Background: an optimization exercise with open tools, aiming at small area. Do not read the settings as production practice.
The RTL was checked by simulation tests, not by an equivalence proof against the original design.
Power and IR drop assume default switching activity.

==> constraint.sdc <==
create_clock -name core_clock -period 9.0 [get_ports {clk}]
set_input_delay 1.8000 -clock core_clock [delete_from_list [all_inputs] [get_ports {clk}]]
set_output_delay 1.8000 -clock core_clock [all_outputs]
set_load 0.01 [all_outputs]
==> config.mk <==
export PLATFORM = sky130hd
export DESIGN_NAME = branch_unit_top
export DESIGN_NICKNAME = branch_unit_top
export VERILOG_FILES = /design/flow/design.v
export SDC_FILE = /design/flow/constraint.sdc
export NUM_CORES = 4
export LEC_CHECK = 0
export CAP_MARGIN = 35
export CORE_MARGIN = 2
export CORE_UTILIZATION = 30
export PLACE_DENSITY = 0.45
export SETUP_SLACK_MARGIN = 0.5
export SLEW_MARGIN = 20
==> design.v <==
package mips_pkg;
  localparam int data_w     = 32;  
  localparam int reg_addr_w = 5;   
  localparam logic [reg_addr_w-1:0] link_reg = 5'd31;  
  typedef enum logic [5:0] {
    op_special = 6'h00,
    op_regimm  = 6'h01,
    op_j       = 6'h02,
    op_jal     = 6'h03,
    op_beq     = 6'h04,
    op_bne     = 6'h05,
    op_blez    = 6'h06,
    op_bgtz    = 6'h07
  } opcode_t;
  typedef enum logic [5:0] {
    funct_jr   = 6'h08,
    funct_jalr = 6'h09
  } funct_t;
  typedef enum logic [4:0] {
    rt_bltz   = 5'h00,
    rt_bgez   = 5'h01,
    rt_bltzal = 5'h10,
    rt_bgezal = 5'h11
  } regimm_t;
  typedef enum logic [3:0] {
    br_none,  
    br_jump,  
    br_jreg,  
    br_eq,    
    br_ne,    
    br_gtz,   
    br_lez,   
    br_ltz,   
    br_gez    
  } branch_kind_t;
endpackage
module branch_decoder (
  input  logic [31:0]                       inst,
  output mips_pkg::branch_kind_t            branch_kind,
  output logic                              link_en,
  output logic [mips_pkg::reg_addr_w-1:0]   link_addr
);
  mips_pkg::opcode_t               op;
  mips_pkg::funct_t                funct;
  mips_pkg::regimm_t               rt_code;
  logic [mips_pkg::reg_addr_w-1:0] rd;
  assign op      = mips_pkg::opcode_t'(inst[31:26]);
  assign funct   = mips_pkg::funct_t'(inst[5:0]);
  assign rt_code = mips_pkg::regimm_t'(inst[20:16]);
  assign rd      = inst[15:11];
  always_comb begin
    branch_kind = mips_pkg::br_none;
    link_en     = 1'b0;
    link_addr   = mips_pkg::link_reg;  
    case (op)
      mips_pkg::op_j: begin
        branch_kind = mips_pkg::br_jump;
      end
      mips_pkg::op_jal: begin
        branch_kind = mips_pkg::br_jump;
        link_en     = 1'b1;
      end
      mips_pkg::op_special: begin
        case (funct)
          mips_pkg::funct_jr: begin
            branch_kind = mips_pkg::br_jreg;
          end
          mips_pkg::funct_jalr: begin
            branch_kind = mips_pkg::br_jreg;
            link_en     = 1'b1;
            link_addr   = rd;
          end
          default: ;  
        endcase
      end
      mips_pkg::op_beq: begin
        branch_kind = mips_pkg::br_eq;
      end
      mips_pkg::op_bne: begin
        branch_kind = mips_pkg::br_ne;
      end
      mips_pkg::op_blez: begin
        branch_kind = mips_pkg::br_lez;
      end
      mips_pkg::op_bgtz: begin
        branch_kind = mips_pkg::br_gtz;
      end
      mips_pkg::op_regimm: begin
        case (rt_code)
          mips_pkg::rt_bltz: begin
            branch_kind = mips_pkg::br_ltz;
          end
          mips_pkg::rt_bgez: begin
            branch_kind = mips_pkg::br_gez;
          end
          mips_pkg::rt_bltzal: begin
            branch_kind = mips_pkg::br_ltz;
            link_en     = 1'b1;  
          end
          mips_pkg::rt_bgezal: begin
            branch_kind = mips_pkg::br_gez;
            link_en     = 1'b1;
          end
          default: ;
        endcase
      end
      default: ;
    endcase
  end
endmodule
module reg_file (
  input  logic                              clk,
  input  logic                              rst,
  input  logic [mips_pkg::reg_addr_w-1:0]   rs_addr,
  input  logic [mips_pkg::reg_addr_w-1:0]   rt_addr,
  output logic [mips_pkg::data_w-1:0]       rs_data,
  output logic [mips_pkg::data_w-1:0]       rt_data,
  input  logic                              wr_en,
  input  logic [mips_pkg::reg_addr_w-1:0]   wr_addr,
  input  logic [mips_pkg::data_w-1:0]       wr_data,
  input  logic                              link_en,
  input  logic [mips_pkg::reg_addr_w-1:0]   link_addr,
  input  logic [mips_pkg::data_w-1:0]       link_data
);
  localparam int n_regs = 1 << mips_pkg::reg_addr_w;
  logic [mips_pkg::data_w-1:0] regs [1:n_regs-1];  
  always_ff @(posedge clk) begin
    if (rst) begin
      for (int i = 1; i < n_regs; i++) begin
        regs[i] <= '0;
      end
    end else begin
      for (int i = 1; i < n_regs; i++) begin
        if (link_en && link_addr == i[mips_pkg::reg_addr_w-1:0]) begin
          regs[i] <= link_data;  
        end else if (wr_en && wr_addr == i[mips_pkg::reg_addr_w-1:0]) begin
          regs[i] <= wr_data;
        end
      end
    end
  end
  always_comb begin
    rs_data = '0;
    rt_data = '0;
    for (int i = 1; i < n_regs; i++) begin
      rs_data = rs_data | (regs[i] & {mips_pkg::data_w{rs_addr == i[mips_pkg::reg_addr_w-1:0]}});
      rt_data = rt_data | (regs[i] & {mips_pkg::data_w{rt_addr == i[mips_pkg::reg_addr_w-1:0]}});
    end
  end
endmodule
module branch_gen (
  input  logic [mips_pkg::data_w-1:0]   pc,
  input  logic [31:0]                   inst,
  input  mips_pkg::branch_kind_t        branch_kind,
  input  logic [mips_pkg::data_w-1:0]   rs_data,
  input  logic [mips_pkg::data_w-1:0]   rt_data,
  output logic                          branch_flag,
  output logic [mips_pkg::data_w-1:0]   branch_addr
);
  localparam int ext_w = mips_pkg::data_w - 18;  
  logic [mips_pkg::data_w-1:0] pc_plus_4;
  logic [mips_pkg::data_w-1:0] offset_sll2;
  logic [mips_pkg::data_w-1:0] jump_target;
  logic [mips_pkg::data_w-1:0] rel_target;
  logic signed [mips_pkg::data_w-1:0] rs_s;
  logic                        taken;
  logic [mips_pkg::data_w-1:0] target;
  assign pc_plus_4   = pc + 32'd4;
  assign offset_sll2 = {{ext_w{inst[15]}}, inst[15:0], 2'b00};
  assign rel_target  = pc_plus_4 + offset_sll2;
  assign jump_target = {pc_plus_4[mips_pkg::data_w-1:mips_pkg::data_w-4], inst[25:0], 2'b00};
  assign rs_s = $signed(rs_data);
  always_comb begin
    taken  = 1'b0;
    target = rel_target;
    case (branch_kind)
      mips_pkg::br_jump: begin
        taken  = 1'b1;
        target = jump_target;
      end
      mips_pkg::br_jreg: begin
        taken  = 1'b1;
        target = rs_data;
      end
      mips_pkg::br_eq: begin
        taken = (rs_data == rt_data);
      end
      mips_pkg::br_ne: begin
        taken = (rs_data != rt_data);
      end
      mips_pkg::br_gtz: begin
        taken = (rs_s > 0);
      end
      mips_pkg::br_lez: begin
        taken = (rs_s <= 0);
      end
      mips_pkg::br_ltz: begin
        taken = (rs_s < 0);
      end
      mips_pkg::br_gez: begin
        taken = (rs_s >= 0);
      end
      default: begin
        taken = 1'b0;
      end
    endcase
  end
  always_comb begin
    branch_flag = taken;
    branch_addr = taken ? target : '0;  
  end
endmodule
module pc_reg #(
  parameter logic [mips_pkg::data_w-1:0] RESET_VECTOR = 32'hbfc0_0000
) (
  input  logic                          clk,
  input  logic                          rst,
  input  logic                          branch_flag,
  input  logic [mips_pkg::data_w-1:0]   branch_addr,
  output logic [mips_pkg::data_w-1:0]   pc,
  output logic [mips_pkg::data_w-1:0]   link_data
);
  logic [mips_pkg::data_w-1:0] pc_seq;
  logic [mips_pkg::data_w-1:0] pc_next;
  assign pc_seq  = pc + 32'd4;
  assign pc_next = branch_flag ? branch_addr : pc_seq;  
  always_ff @(posedge clk) begin
    if (rst) begin
      pc <= RESET_VECTOR;
    end else begin
      pc <= pc_next;
    end
  end
  assign link_data = pc + 32'd8;
endmodule
module branch_unit_top #(
  parameter logic [mips_pkg::data_w-1:0] RESET_VECTOR = 32'hbfc0_0000
) (
  input  logic                              clk,
  input  logic                              rst,
  input  logic [31:0]                       inst,
  input  logic                              wr_en,
  input  logic [mips_pkg::reg_addr_w-1:0]   wr_addr,
  input  logic [mips_pkg::data_w-1:0]       wr_data,
  output logic [mips_pkg::data_w-1:0]       pc,
  output logic                              branch_flag,
  output logic [mips_pkg::data_w-1:0]       branch_addr
);
  mips_pkg::branch_kind_t          branch_kind;
  logic                            link_en;
  logic [mips_pkg::reg_addr_w-1:0] link_addr;
  logic [mips_pkg::data_w-1:0]     link_data;
  logic [mips_pkg::data_w-1:0]     rs_data;
  logic [mips_pkg::data_w-1:0]     rt_data;
  branch_decoder decoder0 (
    .inst        (inst),
    .branch_kind (branch_kind),
    .link_en     (link_en),
    .link_addr   (link_addr)
  );
  reg_file regs0 (
    .clk       (clk),
    .rst       (rst),
    .rs_addr   (inst[25:21]),
    .rt_addr   (inst[20:16]),
    .rs_data   (rs_data),
    .rt_data   (rt_data),
    .wr_en     (wr_en),
    .wr_addr   (wr_addr),
    .wr_data   (wr_data),
    .link_en   (link_en),
    .link_addr (link_addr),
    .link_data (link_data)
  );
  branch_gen gen0 (
    .pc          (pc),
    .inst        (inst),
    .branch_kind (branch_kind),
    .rs_data     (rs_data),
    .rt_data     (rt_data),
    .branch_flag (branch_flag),
    .branch_addr (branch_addr)
  );
  pc_reg #(
    .RESET_VECTOR (RESET_VECTOR)
  ) pc0 (
    .clk         (clk),
    .rst         (rst),
    .branch_flag (branch_flag),
    .branch_addr (branch_addr),
    .pc          (pc),
    .link_data   (link_data)
  );
endmodule
==> run.sh <==
#!/bin/bash
# synth_recipe.tcl (not shown) runs the flow's synth.tcl, then flattens the netlist and writes it again
# the make line also repeats each setting of config.mk as NAME=value (left out here)
make -C /OpenROAD-flow-scripts/flow DESIGN_CONFIG=/design/flow/config.mk WORK_HOME=/design/flow/orfs CLKGATE_MAP_FILE= SYNTH_SCRIPT=/design/flow/synth_recipe.tcl finish
==> flow_metrics.tcl <==
set metrics [dict create \
    hpwl_mm 325 \
    ir_drop_v 0.000217 \
    root_buffer "clkbuf_16" \
    path_class "in -> out" \
    worstMarginPinSlew_ns 1.16 \
    pwr-share-seq_pct 39.8 \
    grt_pass1_vias 64400 \
    slew_headroom_pct 22.8 \
    cts_buffer_depth 3 \
    syn_inst 7395 \
    drc 0 \
    totalWireLength_mm 481 \
    final_layout_size_suffix_gt1_share_pct 16.2 \
    post-route-min-period_ns 8.57 \
    seq_area_frac_synth_pct 33.2 \
    final.setup.tns_ns 0 \
    vias 71500 \
    cp_data_required_time_ns 7.20 \
    finalHoldViolations 0 \
    ys_async_sr_fraction_pct 0 \
    fin_hold_ws_ns 0.574 \
    yosysWarningCount 5 \
    p_leak_nw 31.6 \
    gp_congestion 1.05 \
    core-area_sq_um 205000 \
    syn2layout_area_growth_pct 23.6 \
    total_power_w 0.0117 \
    max_freq_mhz 117 \
    hp-class "reg -> reg" \
    die_h_microns 458 \
    rows 166 \
    wire_per_inst_microns 46.7 \
    clockPowerShare_pct 48.9 \
    die_x_microns 458 \
    synth_ff_type "dfxtp_1" \
    design_area_sq_um 76300 \
    ios 137 \
    drt-pass1-iter-count 10 \
    clock-sinks 1024 \
    rsz0062_at_grt "no" \
    synth_edf_count 0 \
    cp_data_arrival_time_ns 6.77 \
    post-route-period-util_pct 95.3 \
    cts_tree "done" \
    ys_ff_latch 1024 \
    end_kind "output pin" \
    avgSynthCellArea_sq_um 8.35 \
    switchingPower_w 0.00338 \
    finalMaxSlewViolations 0 \
    grt_pass1_wl_mm 627 \
    placed_area_sq_um 70400 \
    syn_area_sq_um 61700 \
    p_int_w 0.00828 \
    initial_core_util_pct 30.2 \
    dieArea_sq_um 209000 \
    htreeDepth 4 \
    antenna_found_initial 43 \
    p_sw_share_pct 29.0 \
    grt_overflow_total 0 \
    combPwrFrac_pct 11.3 \
    synth_nets 7499 \
    path_clk_slew_ns 0.06 \
    finalSetupViolCount 0 \
    grt_max_degree 176 \
    power.density_nw_per_um2 153 \
    worstSkewPairLatency_ns 0.82 \
    maxCapViolCount 0 \
    portBuffers 136 \
    final_util_pct 37.3 \
    cts_buffers 133 \
    drt-initial-drc-count 13500 \
    status "complete, no violations" \
    grtUsageTotal_pct 44.0 \
    final.setup_skew_ns 0.0369 \
    post_synth_num_cell_types 82 \
    nets 7575 \
    cp_max_fo 38 \
    viasPerCell 6.95 \
    largest_reg_flops 992 \
    critPathLaunchType "primary input" \
    ant_nets 0 \
]
[path summary, 6_finish.rpt]
| path | start | end | slack [ns] | cells after the start |
|---|---|---|---|---|
| max | inst[21] | branch_addr[11] | 0.43 | 21 |
| max reg2reg | pc0.pc[2] | pc0.pc[22] | 3.16 | 17 |
| min | regs0.regs[7][26] | regs0.regs[7][26] | 0.57 | 2 |
| min reg2reg | regs0.regs[7][26] | regs0.regs[7][26] | 0.57 | 2 |
[final cells by class]
cell class | instances | area, sq um
fill | 20600 | 128000
multi-input combinational | 5475 | 39700
sequential | 1024 | 20500
tap | 2688 | 3360
inverter | 28 | 110
timing repair buffer | 809 | 7970
clock buffer | 198 | 3990
clock inverter | 38 | 523
antenna | 32 | 80.1
[critical path, cell delays in order]
cell           delay (ns)
buf_8                0.13
buf_6                0.13
nor2b_4              0.21
buf_12               0.20
buf_4                0.23
and3_1               0.18
a2111oi_0            0.51
nand4_1              0.18
nor3_1               0.23
buf_4                0.24
nand4_1              0.43
nor4_4               0.35
buf_4                0.16
o211ai_1             0.10
or4b_4               0.52
nor3b_4              0.21
buf_6                0.15
bufbuf_16            0.27
or2_2                0.12
inv_1                0.04
dlygate4sd2_1        0.27
[stage by stage]
stage | std cells | setup slack, ns
finish | 10300 | 0.426
global route | 10300 | 0.424
CTS | 10200 | 0.344
detailed placement | 9962 | -0.381
global placement | 9923 | -0.550
floorplan | 7395 | 1.59
[synthesized netlist by cell type, types with 13 or more instances]
cell          n  area (sq um)
a2111oi_0   110           963
a211oi_1    967          7260
a21oi_1      78           390
a221oi_1     30           263
a22o_1       17           149
a22oi_1     609          4570
a32oi_1      21           184
and2_1       25           156
and3_1      389          2430
buf_1        36           135
buf_2        22           110
clkbuf_1    800          3000
dfxtp_1    1024         20500
ha_1         31           388
inv_1        27           101
mux2_2       33           372
mux2i_1     994          9950
nand2_1     167           627
nand2b_1     20           125
nand3_1     145           726
nand3b_1     26           195
nand4_1     145           907
nor2_1     1198          4500
nor2b_1      21           131
nor3_1       35           175
nor3b_1      13          97.6
nor4_1       60           375
o21ai_0      25           125
or2_2        14          87.6
or4_1        18           135
xnor2_1      63           552
xor2_1       42           368
[power groups by stage]
stage | registers [W] | logic, W | clock network [W]
global placement | 0.00474 | 0.00120 | 0
finish | 0.00465 | 0.00131 | 0.00570
global route | 0.00464 | 0.00131 | 0.00588
floorplan | 0.00471 | 0.000553 | 0
detailed placement | 0.00474 | 0.00121 | 0
CTS | 0.00464 | 0.00124 | 0.00572
[cell usage in the layout (no fill, tap or decap), types with 35 or more instances in the layout]
cell,synthesis,final
nor2_1,1198,1122
dfxtp_1,1024,1022
mux2i_1,994,993
a211oi_1,967,967
a22oi_1,609,607
buf_4,7,535
and3_1,389,383
nand4_1,145,145
nand2_1,167,138
clkbuf_16,0,138
nand3_1,145,132
buf_12,0,90
clkdlybuf4s50_1,0,83
a21oi_1,78,78
nor2_4,0,75
a2111oi_0,110,69
xnor2_1,63,48
nor4_1,60,35
[repair_timing]
| action | in CTS | in global routing |
|---|---|---|
| setup buffers | 26 | 23 |
| gates cloned | 4 | 0 |
| setup endpoints to repair | 33 | 33 |
| hold buffers | 0 | 0 |
| resized for setup | 108 | 98 |
| endpoints found under the hold margin | 0 | 0 |
| pin swaps | 18 | 27 |
[routing by layer]
layer / wire length, microns / vias up / track usage, %
met5: 191 / - / 0
met1: 191000 / 35700 / 56.9
met4: 36900 / 22 / 28.0
met2: 193000 / 5968 / 61.8
li1: - / 28200 / -
met3: 60500 / 1620 / 15.3
[kinds of logic after synthesis]
kind of cell               count (synthesis)  synth area share, %
and+or+nand+nor                         2347                 18.3
AOI/OAI and AO/OA                       1964                 24.0
muxes                                   1027                 16.7
DFF                                     1024                 33.2
buffers and inverters                    896                 5.58
xor gates and xnor gates                 105                 1.49
adders and majority gates                 32                0.661

## port drivers added, routing unchanged
In the flow no input, the clock included, has a driving cell. The finished layout below was timed again as built, in two steps.
Step 1 sets driving cells, clkbuf_16 on the clock port and buf_2 on the other inputs (assumed; they add their load-dependent delay and slew).
Step 2 times the ports against the registers' clock, not the clock port: input delays grow and output delays shrink by t, the midpoint of the rising clock arrivals with the driver on.
Three values: ideal, step 1, step 2; two values: the first two.
t, ns: 0.903
setup slack, ns: 0.426 / 0.385 / 0.385
worst setup path at the end: input to output
After both steps setup and hold are still met in this run. For this run, drivers alone change the setup slack by -0.041 ns; drivers and shift together by -0.041 ns.
